Source: an optimization exercise on an open RTL-to-GDS flow (aim: small area, a short achievable clock period and few clock cycles). Production flows keep margins and buffers that such runs may drop.
Only simulation tests tie the RTL to the original design; equivalence was not proved.
Power is estimated from default activity; no workload was simulated.

[flow/config.mk]
export PLATFORM = sky130hd
export DESIGN_NAME = riscv_core
export DESIGN_NICKNAME = riscv_core
export VERILOG_FILES = /design/flow/design.v
export SDC_FILE = /design/flow/constraint.sdc
export NUM_CORES = 4
export LEC_CHECK = 0
export CAP_MARGIN = 20
export CORE_MARGIN = 2
export CORE_UTILIZATION = 40
export SLEW_MARGIN = 20
[flow/constraint.sdc]
create_clock -name core_clock -period 12.0 [get_ports {clk}]
set_input_delay 2.4000 -clock core_clock [delete_from_list [all_inputs] [get_ports {clk}]]
set_output_delay 2.4000 -clock core_clock [all_outputs]
set_load 0.01 [all_outputs]
[flow/design.v]
package rv_pkg;
    typedef enum logic [7-1:0] {
        OP_REG    = 7'b0110011,
        OP_IMM    = 7'b0010011,
        OP_LOAD   = 7'b0000011,
        OP_STORE  = 7'b0100011,
        OP_BRANCH = 7'b1100011,
        OP_JAL    = 7'b1101111,
        OP_JALR   = 7'b1100111,
        OP_LUI    = 7'b0110111
    } opcode_t;
    typedef enum logic [3:0] {
        ALU_ADD  = 4'b0000,
        ALU_SUB  = 4'b0001,
        ALU_AND  = 4'b0010,
        ALU_OR   = 4'b0011,
        ALU_XOR  = 4'b0100,
        ALU_SLL  = 4'b0101,
        ALU_SRL  = 4'b0110,
        ALU_SRA  = 4'b0111,
        ALU_SLT  = 4'b1000,
        ALU_SLTU = 4'b1001,
        ALU_BEQ  = 4'b1010,    
        ALU_BNE  = 4'b1011,
        ALU_BLT  = 4'b1100,
        ALU_BGE  = 4'b1101,
        ALU_BLTU = 4'b1110,
        ALU_BGEU = 4'b1111
    } alu_op_t;
    typedef enum logic [1:0] {
        WB_ALU = 2'd0,
        WB_MEM = 2'd1,
        WB_PC4 = 2'd2         
    } wb_src_t;
    typedef enum logic [1:0] {
        LSU_IDLE = 2'd0,
        LSU_WAIT = 2'd1,
        LSU_DONE = 2'd2
    } lsu_state_t;
endpackage
`timescale 1ns/1ns
module reg_file (
    input  logic                      clk,
    input  logic [5-1:0] rs1,
    input  logic [5-1:0] rs2,
    input  logic [5-1:0] rd,
    input  logic [32-1:0]       wdata,
    input  logic                      we,
    output logic [32-1:0]       rdata1,
    output logic [32-1:0]       rdata2
);
    logic [32-1:1][32-1:0] regs;
    logic [32-1:1]               sel1, sel2, wsel;
    always_comb begin
        for (int i = 1; i < 32; i++) begin
            sel1[i] = (rs1 == 5'(i));
            sel2[i] = (rs2 == 5'(i));
            wsel[i] = (rd == 5'(i)) && we;
        end
    end
    always_comb begin
        rdata1 = '0;
        rdata2 = '0;
        for (int i = 1; i < 32; i++) begin
            rdata1 = rdata1 | (regs[i] & {32{sel1[i]}});
            rdata2 = rdata2 | (regs[i] & {32{sel2[i]}});
        end
    end
    always_ff @(posedge clk) begin
        for (int i = 1; i < 32; i++) begin
            if (wsel[i]) regs[i] <= wdata;
        end
    end
endmodule
`timescale 1ns/1ns
module riscv_core (
    input  logic                clk,
    input  logic                rst,
    output logic [32-1:0] imem_addr,
    input  logic [31:0]         imem_data,
    output logic                wb_cyc,
    output logic                wb_stb,
    output logic                wb_we,
    output logic [32-1:0] wb_adr,
    output logic [32-1:0] wb_dat_o,
    input  logic [32-1:0] wb_dat_i,
    input  logic                wb_ack
);
    function automatic logic [31:0] ks_addc(input logic [31:0] a, input logic [31:0] b,
                                            input logic ci);
        logic [31:0] p, g, gp, pp, gn, pn;
        p  = a ^ b;
        g  = a & b;
        g[0] = g[0] | (p[0] & ci);
        gp = g;
        pp = p;
        for (int d = 1; d < 32; d = d * 2) begin
            for (int i = 0; i < 32; i++) begin
                if (i >= d) begin
                    gn[i] = gp[i] | (pp[i] & gp[i-d]);
                    pn[i] = pp[i] & pp[i-d];
                end else begin
                    gn[i] = gp[i];
                    pn[i] = pp[i];
                end
            end
            gp = gn;
            pp = pn;
        end
        ks_addc = p ^ {gp[30:0], ci};
    endfunction
    function automatic logic [31:0] ks_add(input logic [31:0] a, input logic [31:0] b);
        ks_add = ks_addc(a, b, 1'b0);
    endfunction
    function automatic logic lt_u(input logic [31:0] a, input logic [31:0] b);
        logic [31:0] l, e;
        l = ~a & b;
        e = ~(a ^ b);
        for (int w = 1; w < 32; w = w * 2) begin
            for (int i = 0; i < 32; i = i + 2 * w) begin
                l[i] = l[i+w] | (e[i+w] & l[i]);
                e[i] = e[i+w] & e[i];
            end
        end
        lt_u = l[0];
    endfunction
    logic [31:0] fpc;         
    logic [31:0] e_a;         
    logic [31:0] e_b;         
    logic [31:0] e_t;         
    logic [31:0] e_alt;       
    logic [4:0]  e_rd;
    logic [4:0]  e_shamt;     
    logic        e_wen;       
    logic        e_load, e_store, e_jalr, e_pred;
    logic        e_beq, e_bne, e_blt, e_bge, e_bltu, e_bgeu, e_br;
    logic        e_sel_add, e_sel_b, e_sel_sub, e_sel_slt, e_sel_sltu;
    logic        e_sel_xor, e_sel_or, e_sel_and, e_sel_sh, e_sh_left, e_sh_arith, e_sel_link;
    logic [31:0] m_val;       
    logic [31:0] m_dat;       
    logic [4:0]  m_rd;
    logic        m_wen, m_load, m_store;
    logic        m_mem, stall, rf_we;
    logic [31:0] m_res;
    assign m_mem  = m_load | m_store;
    assign stall  = m_mem & !wb_ack;
    assign m_res  = m_load ? wb_dat_i : m_val;
    assign rf_we  = m_wen & (!m_load | wb_ack);
    assign wb_cyc   = m_mem;
    assign wb_stb   = m_mem;
    assign wb_we    = m_store;
    assign wb_adr   = m_val;
    assign wb_dat_o = m_dat;
    logic [31:0] sum, diff, res;
    logic        eq, lt, ltu, cond, mispredict;
    logic [31:0] redirect;
    logic [31:0] sh_in, sh_out, sh_rev;
    assign sum  = ks_add(e_a, e_b);
    assign diff = ks_addc(e_a, ~e_b, 1'b1);
    assign eq   = (e_a == e_b);
    assign ltu  = lt_u(e_a, e_b);
    assign lt   = (e_a[31] ^ e_b[31]) ? e_a[31] : ltu;
    assign cond = (e_beq & eq) | (e_bne & !eq) | (e_blt & lt) | (e_bge & !lt) |
                  (e_bltu & ltu) | (e_bgeu & !ltu);
    assign mispredict = e_jalr | (e_br & (cond != e_pred));
    assign redirect   = e_jalr ? {sum[31:1], 1'b0} : e_alt;
    always_comb begin
        for (int i = 0; i < 32; i++) sh_in[i] = e_sh_left ? e_a[31-i] : e_a[i];
    end
    logic signed [32:0] sh_ext, sh_shr;
    assign sh_ext = {e_sh_arith & e_a[31], sh_in};
    assign sh_shr = sh_ext >>> e_shamt;
    assign sh_out = sh_shr[31:0];
    always_comb begin
        for (int i = 0; i < 32; i++) sh_rev[i] = e_sh_left ? sh_out[31-i] : sh_out[i];
    end
    assign res = ({32{e_sel_add}}  & sum) |
                 ({32{e_sel_b}}    & e_b) |
                 ({32{e_sel_sub}}  & diff) |
                 ({32{e_sel_slt}}  & {31'b0, lt}) |
                 ({32{e_sel_sltu}} & {31'b0, ltu}) |
                 ({32{e_sel_xor}}  & (e_a ^ e_b)) |
                 ({32{e_sel_or}}   & (e_a | e_b)) |
                 ({32{e_sel_and}}  & (e_a & e_b)) |
                 ({32{e_sel_sh}}   & sh_rev) |
                 ({32{e_sel_link}} & e_alt);
    logic [31:0] ins;
    logic [6:0]  op;
    logic [2:0]  f3;
    logic        f7b5;
    logic [4:0]  rs1, rs2, rd;
    logic        is_op, is_opimm, is_load, is_store, is_br, is_jal, is_jalr, is_lui;
    logic        alu_rr, alu_any, use_rs1, use_rs2, hazard, pred;
    logic [31:0] imm_i, imm_s, imm_u, imm_b, imm_j;
    logic [31:0] pc4, tgt_b, tgt_j, fpc_pred;
    logic [31:0] rf_rd1, rf_rd2, rs1_val, rs2_val;
    logic        fe1, fe2, fm1, fm2;
    assign imem_addr = fpc;
    assign ins  = imem_data;
    assign op   = ins[6:0];
    assign f3   = ins[14:12];
    assign f7b5 = ins[30];
    assign rs1  = ins[19:15];
    assign rs2  = ins[24:20];
    assign rd   = ins[11:7];
    assign is_op    = (op == 7'b0110011);
    assign is_opimm = (op == 7'b0010011);
    assign is_load  = (op == 7'b0000011);
    assign is_store = (op == 7'b0100011);
    assign is_br    = (op == 7'b1100011);
    assign is_jal   = (op == 7'b1101111);
    assign is_jalr  = (op == 7'b1100111);
    assign is_lui   = (op == 7'b0110111);
    assign alu_rr   = is_op;
    assign alu_any  = is_op | is_opimm;
    assign use_rs1  = is_op | is_opimm | is_load | is_store | is_br | is_jalr;
    assign use_rs2  = is_op | is_store | is_br;
    assign imm_i = {{20{ins[31]}}, ins[31:20]};
    assign imm_s = {{20{ins[31]}}, ins[31:25], ins[11:7]};
    assign imm_u = {ins[31:12], 12'b0};
    assign imm_b = {{20{ins[31]}}, ins[7], ins[30:25], ins[11:8], 1'b0};
    assign imm_j = {{12{ins[31]}}, ins[19:12], ins[20], ins[30:21], 1'b0};
    assign pc4      = fpc + 32'd4;
    assign tgt_b    = ks_add(fpc, imm_b);
    assign tgt_j    = ks_add(fpc, imm_j);
    assign pred     = is_br & ins[31];
    assign fpc_pred = is_jal ? tgt_j : pred ? tgt_b : pc4;
    reg_file u_rf (
        .clk(clk), .rs1(rs1), .rs2(rs2), .rd(m_rd),
        .wdata(m_res), .we(rf_we), .rdata1(rf_rd1), .rdata2(rf_rd2)
    );
    assign fe1     = e_wen && (e_rd == rs1);
    assign fe2     = e_wen && (e_rd == rs2);
    assign fm1     = m_wen && (m_rd == rs1);
    assign fm2     = m_wen && (m_rd == rs2);
    assign rs1_val = fe1 ? res : fm1 ? m_res : rf_rd1;
    assign rs2_val = fe2 ? res : fm2 ? m_res : rf_rd2;
    assign hazard = e_load && e_wen &&
                    ((use_rs1 && e_rd == rs1) || (use_rs2 && e_rd == rs2));
    always_ff @(posedge clk or posedge rst) begin
        if (rst) begin
            fpc     <= 32'h0000_0000;
            e_wen   <= 1'b0;
            e_load  <= 1'b0;
            e_store <= 1'b0;
            e_jalr  <= 1'b0;
            e_br    <= 1'b0;
            e_pred  <= 1'b0;
            m_wen   <= 1'b0;
            m_load  <= 1'b0;
            m_store <= 1'b0;
        end else if (!stall) begin
            m_wen   <= e_wen;
            m_load  <= e_load;
            m_store <= e_store;
            if (mispredict) begin
                fpc <= redirect;
            end else if (!hazard) begin
                fpc <= fpc_pred;
            end
            if (mispredict || hazard) begin
                e_wen   <= 1'b0;
                e_load  <= 1'b0;
                e_store <= 1'b0;
                e_jalr  <= 1'b0;
                e_br    <= 1'b0;
                e_pred  <= 1'b0;
            end else begin
                e_wen   <= (rd != 5'd0) &&
                           (is_op || is_opimm || is_load || is_jal || is_jalr || is_lui);
                e_load  <= is_load;
                e_store <= is_store;
                e_jalr  <= is_jalr;
                e_br    <= is_br;
                e_pred  <= pred;
            end
        end
    end
    always_ff @(posedge clk) begin
        if (!stall) begin
            m_val      <= (e_load || e_store) ? sum : res;
            m_dat      <= e_t;
            m_rd       <= e_rd;
            e_a        <= rs1_val;
            e_b        <= (is_op || is_br) ? rs2_val :
                          is_store         ? imm_s   :
                          is_lui           ? imm_u   : imm_i;
            e_t        <= rs2_val;
            e_alt      <= (is_br && !pred) ? tgt_b : pc4;
            e_rd       <= rd;
            e_shamt    <= is_op ? rs2_val[4:0] : ins[24:20];
            e_beq      <= (f3 == 3'b000);
            e_bne      <= (f3 == 3'b001);
            e_blt      <= (f3 == 3'b100);
            e_bge      <= (f3 == 3'b101);
            e_bltu     <= (f3 == 3'b110);
            e_bgeu     <= (f3 == 3'b111);
            e_sel_add  <= alu_any && f3 == 3'b000 && !(alu_rr && f7b5);
            e_sel_b    <= is_lui;
            e_sel_sub  <= alu_rr && f3 == 3'b000 && f7b5;
            e_sel_slt  <= alu_any && (f3 == 3'b010);
            e_sel_sltu <= alu_any && (f3 == 3'b011);
            e_sel_xor  <= alu_any && (f3 == 3'b100);
            e_sel_or   <= alu_any && (f3 == 3'b110);
            e_sel_and  <= alu_any && (f3 == 3'b111);
            e_sel_sh   <= alu_any && (f3 == 3'b001 || f3 == 3'b101);
            e_sh_left  <= (f3 == 3'b001);
            e_sh_arith <= f7b5;
            e_sel_link <= is_jal || is_jalr;
        end
    end
endmodule
[flow/flow/run.sh]
#!/bin/bash
set -euo pipefail
bash standard.sh \
    SETUP_SLACK_MARGIN=8 \
    MATCH_CELL_FOOTPRINT=0 \
    "BUFFER_PORTS_ARGS=-buffer_cell sky130_fd_sc_hd__buf_4" \
    finish > flow_make.log 2>&1
[flow/standard.sh]
#!/bin/bash
# synth_recipe.tcl (not shown) runs the flow's synth.tcl, then flattens the netlist and writes it again
# the make line also repeats each setting of config.mk as NAME=value (left out here)
make -C /OpenROAD-flow-scripts/flow DESIGN_CONFIG=/design/flow/config.mk WORK_HOME=/design/flow/orfs CLKGATE_MAP_FILE= SYNTH_SCRIPT=/design/flow/synth_recipe.tcl "${@:-finish}"
==> results of run 1 <==
registers in the layout (all words and copies together), names as in the netlist, 32 cells and up:
signal     cells
e_a           32
e_alt         32
e_b           32
e_t           32
fpc           32
m_dat         32
m_val         32
u_rf.regs    992
area by class of cell:
cell class / count / area (µm²) / share of cell area, %
Tap cell: 2175 / 2720 / 3.11
Clock buffer: 167 / 3670 / 4.19
Antenna cell: 30 / 75.1 / 0.0857
Inverter: 137 / 543 / 0.620
Multi-Input combinational cell: 3682 / 31500 / 35.9
Sequential cell: 1257 / 37600 / 42.9
Timing Repair Buffer: 967 / 10800 / 12.4
Clock inverter: 73 / 724 / 0.827
Timing Repair inverter: 1 / 7.51 / 0.00857
critical path, stage by stage:
cell and delay (ns):
buf_16 0.13, or3b_4 0.44, buf_4 0.16, buf_4 0.14, nor2_4 0.53, buf_12 0.24
a221oi_1 0.11, nand3_1 0.18, nor4_4 0.06, nand2_2 0.14, o211ai_1 0.19, buf_4 0.21
buf_4 0.12, o221ai_2 0.15
worst min path at each step:
stage,startpoint,to,slack (ns),cells past startpoint
floorplan,e_t[0]$_DFFE_PN_,m_dat[0]$_DFFE_PN_,0.40,0
global placement,e_t[30]$_DFFE_PN_,m_dat[30]$_DFFE_PN_,0.40,0
detailed placement,e_t[30]$_DFFE_PN_,m_dat[30]$_DFFE_PN_,0.41,0
CTS,e_t[6]$_DFFE_PN_,m_dat[6]$_DFFE_PN_,0.42,0
global route,e_t[6]$_DFFE_PN_,m_dat[6]$_DFFE_PN_,0.43,0
finish,e_t[6]$_DFFE_PN_,m_dat[6]$_DFFE_PN_,0.42,0
cell usage in the layout (no fill, tap or decap), types with 30 or more instances in the layout:
cell type,count
a221oi_1,48
nand3_1,156
o21ai_0,116
o21ai_1,56
nor2_4,104
diode_2,30
inv_1,112
a21oi_2,34
mux4_2,54
buf_6,114
xnor2_1,78
nand4_1,125
a222oi_1,82
a22oi_1,634
ha_1,112
a221oi_2,92
a22o_1,108
mux2i_1,73
nor3_2,38
nand2_1,330
a21oi_1,179
edfxtp_1,1216
o211ai_1,44
nor3_1,35
buf_4,627
clkbuf_16,193
mux2_2,49
a21o_1,43
xor2_1,39
ha_4,49
a22oi_2,77
buf_12,135
nor2_1,231
through the flow:
| step | std cells | util (%) |
|---|---|---|
| floorplan | 5467 | - |
| global placement | 7553 | 43.5 |
| detailed placement | 7554 | 43.5 |
| CTS | 8207 | 51.1 |
| global route | 8462 | 53.8 |
| finish | 8489 | 53.9 |
kinds of logic after synthesis:
| kind of cell | Yosys count | synth area share, % |
|---|---|---|
| xor gates and xnor gates | 138 | 1.85 |
| AOI/OAI and AO/OA | 1882 | 20.9 |
| buffers and inverters | 537 | 3.16 |
| muxes | 191 | 4.06 |
| and+or+nand+nor | 1287 | 9.28 |
| adders and majority gates | 175 | 3.39 |
| DFF | 1257 | 57.4 |
metal layers:
layer	vias to the layer above	part of all wire (%)	GRT usage (%)
met4	40	12	32.9
li1	23569	-	-
met2	7560	40	57.8
met5	-	0.29	1.44
met1	31186	32	47.5
met3	2633	17	18.7
power groups by stage:
stage | Combinational [W] | Sequential (W) | Clock (W)
2_1_floorplan | 0.00195 | 0.00545 | 0
3_3_place_gp | 0.00300 | 0.00566 | 0
3_5_place_dp | 0.00302 | 0.00566 | 0
4_1_cts | 0.00368 | 0.00554 | 0.00423
5_1_grt | 0.00436 | 0.00555 | 0.00441
6_report | 0.00422 | 0.00556 | 0.00426
repair_timing:
| item | in CTS | in global routing |
|---|---|---|
| hold buffers | 0 | 0 |
| hold endpoints to repair | 0 | 0 |
| gates cloned | 37 | 27 |
| pin swaps | 272 | 293 |
| setup buffers | 376 | 224 |
| resized for setup | 804 | 374 |
| setup endpoints to repair | 204 | 454 |
==> metrics.md, run 1 <==
| Metric | Value |
|---|---|
| Port Buffer Count | roughly 170 |
| Vias | 64988 |
| WP data required | 12.64 ns |
| Rel. slew slack | 15.9% |
| Post-synthesis sequential area ratio | 57.4% |
| Worst Path Arrival | 5.24 ns |
| Site Rows | 148 |
| Share of cells above drive strength 1 | between 30% and 40% |
| Sequential cell fraction of total power | 39.6% |
| Clock Tree Root | clkbuf_16 |
| Final Wtd Congestion | 1.00 |
| Synthesized instance count | 5467 |
| Final setup violation count | 0 |
| Max-slew violations | 0 |
| Worst clock skew | 0.0438 ns |
| Internal power | 0.00927 W |
| First-pass GRT wire length | 475000 µm |
| Synth warn | 2 |
| Max Freq | about 220 MHz |
| R2R cell count | 12 |
| Cell taking the most area after synthesis | edfxtp_1 |
| Max Root-Sink Buffers | 3 |
| Via-to-Cell Ratio | roughly 7.7 |
| Tot Pwr | ~0.014 W |
| CP Class | input pin to register |
| DP Worst Slack | 5.79 ns |
| CP Capture Type | register |
| Die Y | roughly 410 µm |
| GRT Residual Overflow | 0 |
| CTS clk-pin slew, worst paths | approximately 0.060 ns |
| Worst setup margin | approximately 7.4 ns |
| Vias in the first global route | about 58000 |
| # fillers | 13388 |
| Worst setup SP type | input pin |
| Number of library cell types mapped by synthesis | 87 |
| Top cells by count, synth | edfxtp_1 (1216), a22oi_1 (711), nor2_1 (354) |
| Total track usage | between 40% and 50% |
| Initial DRC count | 15111 |
| Die W | 408 µm |
| Leakage power total | 31.1 nW |
| Residual DRC count | 0 |
| Clock power frac | between 30% and 40% |
| Worst hold margin | 0.418 ns |
| HPWL after DPL | 195000 µm |
| Syn_nets | 5709 |
| Reg2Reg Setup Slack | a little under 8 ns |
| Synth top area cells | edfxtp_1 (56%), a22oi_1 (8.2%), ha_1 (3.3%) |
| Layout Area Growth over Synthesis | 33.8% |
| H-tree Lvls | 4 |
| CTS Buf Count | 138 |
| #FFs+latches synth | 1257 |
| Count leader, synth | edfxtp_1 |
| Final Cell Area | about 88000 µm² |
| Ys async rst share | 3.26% |
| Core Box Area | 163000 µm² |
| Routed WL | between 300000 and 400000 µm |
| Dpl cell area | 70700 µm² |
| Critical path launch point | imem_data[23] |
| FF-to-FF End | e_shamt[0]$_DFFE_PN_ |
| CTS tree | built |
| Largest net degree at the start of global routing | roughly 100 |
| Maximum VDD drop | 0.156 mV |
| Sw frac | 34.0% |
| Nets@finish | between 6000 and 7000 |
| Status | no timing/DRC/antenna violations |
| Post-synth EDFFs | around 1200 |
| Setup_tns | 0 ns |
| Initial antenna violation count | 29 |
| Post-synth top flop | edfxtp_1 |
| Synth Area per Inst | 12.0 µm² |
| Net switching power | 0.00477 W |
| Max Cap Violations | 0 |
| Initial Util | roughly two fifths |
| Logic pwr share | 30.0% |
| Yosys top cell area share | 55.8% |
| Crit Reg-Reg Startpoint | e_a[25]$_DFFE_PN_ |
| Slew @ Worst Pin | 1.25 ns |
| Sink Count | 1257 |
| Pre-antenna DRT Iters | 17 |
| PwrDens | 160 nW/µm² |
| WL/cell | 43.4 µm |
| Worst Path Max Fanout | 7 |
| Mapped Area | 65400 µm² |
| Period utilization | 38.4% |
| Routed Antenna Nets | 0 |
| RSZ-0062 raised after global routing | yes |
| I/O pin cnt | 166 |
| Skew-Pair Late Insertion Delay | 0.82 ns |
| Endpoints failing hold | 0 |
| End of the critical path | e_b[0]$_DFFE_PN_ |
| Fin crit period | 4.60 ns |
| Die area | 167000 µm² |
| Hold WC Path Type | register to register |
Testbench counts, summed over its fixed seeds: cycles 22,798.
==> run 2, diff against run 1 <==
--- a/flow/design.v
+++ b/flow/design.v
@@ -142,4 +142,5 @@
     logic        m_wen, m_load, m_store;
-    logic        m_mem, stall, rf_we;
-    logic [31:0] m_res;
+    logic        m_mem, stall, rf_we, e_early, e_go;
+    logic [4:0]  rf_waddr;
+    logic [31:0] m_res, rf_wdata;
     assign m_mem  = m_load | m_store;
@@ -147,3 +148,7 @@
     assign m_res  = m_load ? wb_dat_i : m_val;
-    assign rf_we  = m_wen & (!m_load | wb_ack);
+    assign e_early  = m_store & !wb_ack & !(e_load | e_store);
+    assign e_go     = !stall | e_early;
+    assign rf_we    = m_store ? (e_early & e_wen) : (m_wen & (!m_load | wb_ack));
+    assign rf_waddr = m_store ? e_rd : m_rd;
+    assign rf_wdata = m_store ? res : m_res;
     assign wb_cyc   = m_mem;
@@ -153,3 +158,3 @@
     assign wb_dat_o = m_dat;
-    logic [31:0] sum, diff, res;
+    logic [31:0] sum, res;
     logic        eq, lt, ltu, cond, mispredict;
@@ -157,4 +162,3 @@
     logic [31:0] sh_in, sh_out, sh_rev;
-    assign sum  = ks_add(e_a, e_b);
-    assign diff = ks_addc(e_a, ~e_b, 1'b1);
+    assign sum  = ks_addc(e_a, e_b, e_sel_sub);
     assign eq   = (e_a == e_b);
@@ -178,3 +182,2 @@
                  ({32{e_sel_b}}    & e_b) |
-                 ({32{e_sel_sub}}  & diff) |
                  ({32{e_sel_slt}}  & {31'b0, lt}) |
@@ -228,4 +231,4 @@
     reg_file u_rf (
-        .clk(clk), .rs1(rs1), .rs2(rs2), .rd(m_rd),
-        .wdata(m_res), .we(rf_we), .rdata1(rf_rd1), .rdata2(rf_rd2)
+        .clk(clk), .rs1(rs1), .rs2(rs2), .rd(rf_waddr),
+        .wdata(rf_wdata), .we(rf_we), .rdata1(rf_rd1), .rdata2(rf_rd2)
     );
@@ -241,9 +244,2 @@
         if (rst) begin
-            fpc     <= 32'h0000_0000;
-            e_wen   <= 1'b0;
-            e_load  <= 1'b0;
-            e_store <= 1'b0;
-            e_jalr  <= 1'b0;
-            e_br    <= 1'b0;
-            e_pred  <= 1'b0;
             m_wen   <= 1'b0;
@@ -255,2 +251,14 @@
             m_store <= e_store;
+        end
+    end
+    always_ff @(posedge clk or posedge rst) begin
+        if (rst) begin
+            fpc     <= 32'h0000_0000;
+            e_wen   <= 1'b0;
+            e_load  <= 1'b0;
+            e_store <= 1'b0;
+            e_jalr  <= 1'b0;
+            e_br    <= 1'b0;
+            e_pred  <= 1'b0;
+        end else if (e_go) begin
             if (mispredict) begin
@@ -280,7 +288,12 @@
         if (!stall) begin
-            m_val      <= (e_load || e_store) ? sum : res;
+            m_val      <= res;
             m_dat      <= e_t;
             m_rd       <= e_rd;
+        end
+    end
+    always_ff @(posedge clk) begin
+        if (e_go) begin
             e_a        <= rs1_val;
-            e_b        <= (is_op || is_br) ? rs2_val :
+            e_b        <= (alu_rr && f3 == 3'b000 && f7b5) ? ~rs2_val :
+                          (is_op || is_br) ? rs2_val :
                           is_store         ? imm_s   :
@@ -297,3 +310,3 @@
             e_bgeu     <= (f3 == 3'b111);
-            e_sel_add  <= alu_any && f3 == 3'b000 && !(alu_rr && f7b5);
+            e_sel_add  <= (alu_any && f3 == 3'b000) || is_load || is_store;
             e_sel_b    <= is_lui;
--- a/flow/config.mk
+++ b/flow/config.mk
@@ -10,2 +10,3 @@
 export CORE_UTILIZATION = 40
+export PLACE_DENSITY = 0.5
 export SLEW_MARGIN = 20
==> run 2 against run 1 <==
  * Clock skew increased by 0.017 ns
  * Die area is 2.0% lower
  * Hold slack better by 0.0028 ns
  * Routed wire length rose by 6.3%
  * Critical path depth is 2 higher
  * Via count shrank 2.5%
  * Clock power increased by 6.1%
  * Synthesized area shrank 2.0%
  * Maximum frequency up 2.8%
  * Utilization rose by 2.6 points
==> metrics.md, run 2 <==
| Metric | Value |
|---|---|
| Status | no timing/DRC/antenna violations |
| Initial Util | 40.4% |
| Syn_nets | 5531 |
| Final Cell Area | 89700 µm² |
| Via-to-Cell Ratio | about 7.5 |
| Setup_tns | 0 ns |
| Top cells by count, synth | edfxtp_1 (1216), a22oi_1 (689), nor2_1 (395) |
| Critical path launch point | imem_data[8] |
| Synth top area cells | edfxtp_1 (57%), a22oi_1 (8.1%), ha_1 (2.7%) |
| Hold Path Origin | e_t[9]$_DFFE_PP_ |
| CTS Buf Count | 141 |
| Port Buffer Count | 165 |
| CP bufs+invs | 3 |
| Mapped Area | 64100 µm² |
| PwrDens | 152 nW/µm² |
| Vias | 63351 |
| Max-slew violations | 0 |
| Synth Area per Inst | 12.1 µm² |
| I/O pin cnt | 166 |
| Crit-path cells | buf_12 > ha_4 > inv_2 > fa_2 > nor2b_2 > o31a_1 > buf_6 > nor4b_4 > o21ai_4 > a41oi_4 > o31ai_2 > xor2_1 > o221ai_2 > nor3_2 > a221oi_1 > o21ai_1 |
| #FFs+latches synth | 1257 |
| HPWL after DPL | 203000 µm |
| Commonest non-fill, non-tap cell in the layout | edfxtp_1 |
| Post-synth EDFFs | between 1000 and 1500 |
| Initial antenna violation count | 20 |
| First-pass GRT wire length | 499000 µm |
| Maximum VDD drop | 0.165 mV |
| Nets@finish | approximately 6500 |
| Routed Antenna Nets | 0 |
| CTS tree | built |
| Core Box Area | 159000 µm² |
| Placed cell count | 7355 |
| Yosys top cell area share | 56.9% |
| RSZ-0062 raised after global routing | yes |
| Clock Tree Root | clkbuf_16 |
| Slew @ Worst Pin | 1.25 ns |
| Initial DRC count | 14394 |
| CP Capture Type | register |
| Die Y | 404 µm |
| Pre-antenna DRT Iters | 13 |
| Top reg by flops | u_rf.regs |
| Worst hold margin | about 0.42 ns |
| Residual DRC count | 0 |
| Die area | 164000 µm² |
| Dpl cell area | between 60000 and 70000 µm² |
| Worst Path Arrival | 5.20 ns |
| Sink Count | 1257 |
| Max Root-Sink Buffers | 3 |
| CTS clk-pin slew, worst paths | 0.06 ns |
| Rel. slew slack | between 15 and 20% |
| WP data required | about 13 ns |
| Skew-Pair Late Insertion Delay | 0.86 ns |
| CP Class | input pin to register |
| Ys async rst share | 3.26% |
| Share of cells above drive strength 1 | 37.1% |
| Hold WC Path Type | register to register |
| Post-synthesis sequential area ratio | 58.5% |
| Critical-path top delay cell | a41oi_4 |
| Max Freq | 223 MHz |
| H-tree Lvls | 4 |
| CTS Hold Bufs | 0 |
| Fin cells | 8459 |
| Final core occ | 56.5% |
| Largest net degree at the start of global routing | 81 |
| Leakage power total | around 33 nW |
| Number of library cell types mapped by synthesis | a little over 90 |
| Crit Reg-Reg Startpoint | e_b[30]$_DFFE_PP_ |
| Max reg flops | 992 |
| Worst setup SP type | input pin |
| WL/cell | ~46 µm |
| Cell taking the most area after synthesis | edfxtp_1 |
| Count leader, synth | edfxtp_1 |
| Worst Path Max Fanout | 4 |
| Routed WL | 392000 µm |
| Synthesized instance count | around 5300 |
| Die W | 404 µm |
| CP max stage delay | ~0.35 ns |
| Fin crit period | about 4.5 ns |
| Final Wtd Congestion | 1.00 |
| Endpoints failing hold | 0 |
| Synth warn | 2 |
| Vias in the first global route | 56887 |
| Total track usage | between 40 and 50% |
| Post-synth top flop | edfxtp_1 |
| Layout Area Growth over Synthesis | 39.8% |
| Critical path's top delay family | compound AO/OA/AOI/OAI gates |
| Period utilization | 37.3% |
| Most frequent cells in the layout | edfxtp_1 (1216), buf_4 (663), a22oi_1 (573) |
| Worst clock skew | 0.0610 ns |
| Max Cap Violations | 0 |
| GRT Residual Overflow | 0 |
| Site Rows | 146 |
| Final setup violation count | 0 |
-- run 2: cell count changes after synthesis, sizes merged, moves of 34 or more --
cell / change
a211oi: +34
clkbuf: -35
inv: +34
nor2: +40
nor3: -41
o21ai: -43
-- run 2: worst reg2reg max path, cell delays in order (launching register included) --
cell and delay, ns:
edfxtp_1 0.50, inv_1 0.15, ha_4 0.22, or4_4 0.52, nor4b_4 0.42, and4_4 0.36
o211ai_4 0.12, a41oi_2 0.28, mux2i_2 0.34, a311oi_4 0.14, nand2b_4 0.21, buf_8 0.13
or3_4 0.35, or4_1 0.47, o21ai_1 0.08
-- run 2: per-stage QoR --
stage	worst slack, ns	total power [W]
floorplan	5.93	0.00710
global placement	5.47	0.00827
detailed placement	5.50	0.00828
CTS	7.52	0.0132
global route	7.40	0.0139
finish	7.52	0.0136
-- run 2: worst paths after layout --
| path | endpoint | slack [ns] | depth (start not counted) |
|---|---|---|---|
| hold reg to reg | m_dat[9]$_DFFE_PN_ | 0.42 | 0 |
| setup reg to reg | e_load$_DFFE_PP0P_ | 7.59 | 14 |
| min in group asynchronous | fpc[24]$_DFFE_PP0P_ | 1.73 | 2 |
| setup / recovery | fpc[25]$_DFFE_PP0P_ | 7.52 | 16 |
| hold / removal | m_dat[9]$_DFFE_PN_ | 0.42 | 0 |
| max in group asynchronous | m_store$_DFFE_PP0N_ | 9.62 | 2 |
-- run 2: where the power goes --
part	internal, W	switching [W]	leakage [nW]
logic	0.00146	0.00218	18.3
registers	0.00513	0.000358	12.1
clock network	0.00259	0.00194	2.28
total	0.00917	0.00448	32.7
-- run 2: timing repair --
item	CTS	global route
pin swaps	311	341
endpoints found under the setup margin	1316	969
setup buffers	487	241
gates cloned	73	25
resized for setup	959	441
-- run 2: area by class of cell --
| cell class | instances | area, µm² |
|---|---|---|
| diodes | 25 | 62.6 |
| clock buffers | 176 | 3800 |
| clock inverters | 77 | 905 |
| fillers | 12716 | 69100 |
| inverters | 169 | 658 |
| multi-input cells | 3542 | 30700 |
| flip-flops and latches | 1257 | 37600 |
| well taps | 2072 | 2590 |
| repair buffers | 1141 | 13500 |
-- run 2: cells by family (layout without fill, tap and decap cells) --
kind of cell / Yosys count / count (layout) / synth area share [%]
buffers and inverters: 553 / 1563 / 3.37
flip-flops: 1257 / 1257 / 58.5
multiplexers: 191 / 192 / 3.97
AO/OA/AOI/OAI: 1803 / 1826 / 20.6
adder cells (fa/ha/maj): 144 / 144 / 2.86
AND/OR/NAND/NOR: 1256 / 1264 / 9.07
other: 0 / 25 / 0
XOR/XNOR: 116 / 116 / 1.61
-- run 2: routing by layer --
layer | GRT usage, % | vias to the layer above | wire length, µm
li1 | - | 23388 | -
met1 | 51.5 | 30796 | 125000
met2 | 63.5 | 6842 | 157000
met3 | 20.5 | 2291 | 63600
met4 | 39.5 | 34 | 45600
met5 | 1.78 | - | 794
Testbench counts of run 2, summed over its fixed seeds: cycles 22,321.

## what the ideal ports hide
Ports are ideal in the flow. The routed layouts listed here were re-timed in OpenROAD.
Step 1 sets driving cells, clkbuf_16 on the clock port and buf_2 on the other inputs (assumed; they add their load-dependent delay and slew).
Step 2 moves the port delays by t, midway between the first and last clock arrival at a register: inputs arrive t later, outputs are due t later. That takes back most of the time a late clock gives input paths.
a / b / c = no drivers / after step 1 / after step 2; a / b = the first two.
run | t, ns | setup WS [ns] | hold WS [ns]
run 1 | 0.886 | 7.395 / 7.287 / 6.401 | 0.418 / 0.418 / 0.418
run 2 | 0.909 | 7.523 / 7.314 / 6.404 | 0.421 / 0.421 / 0.421
After both steps setup and hold are still met in every run listed. For run 2, which loses most, drivers alone change the setup slack by -0.209 ns; drivers and shift together by -1.119 ns.
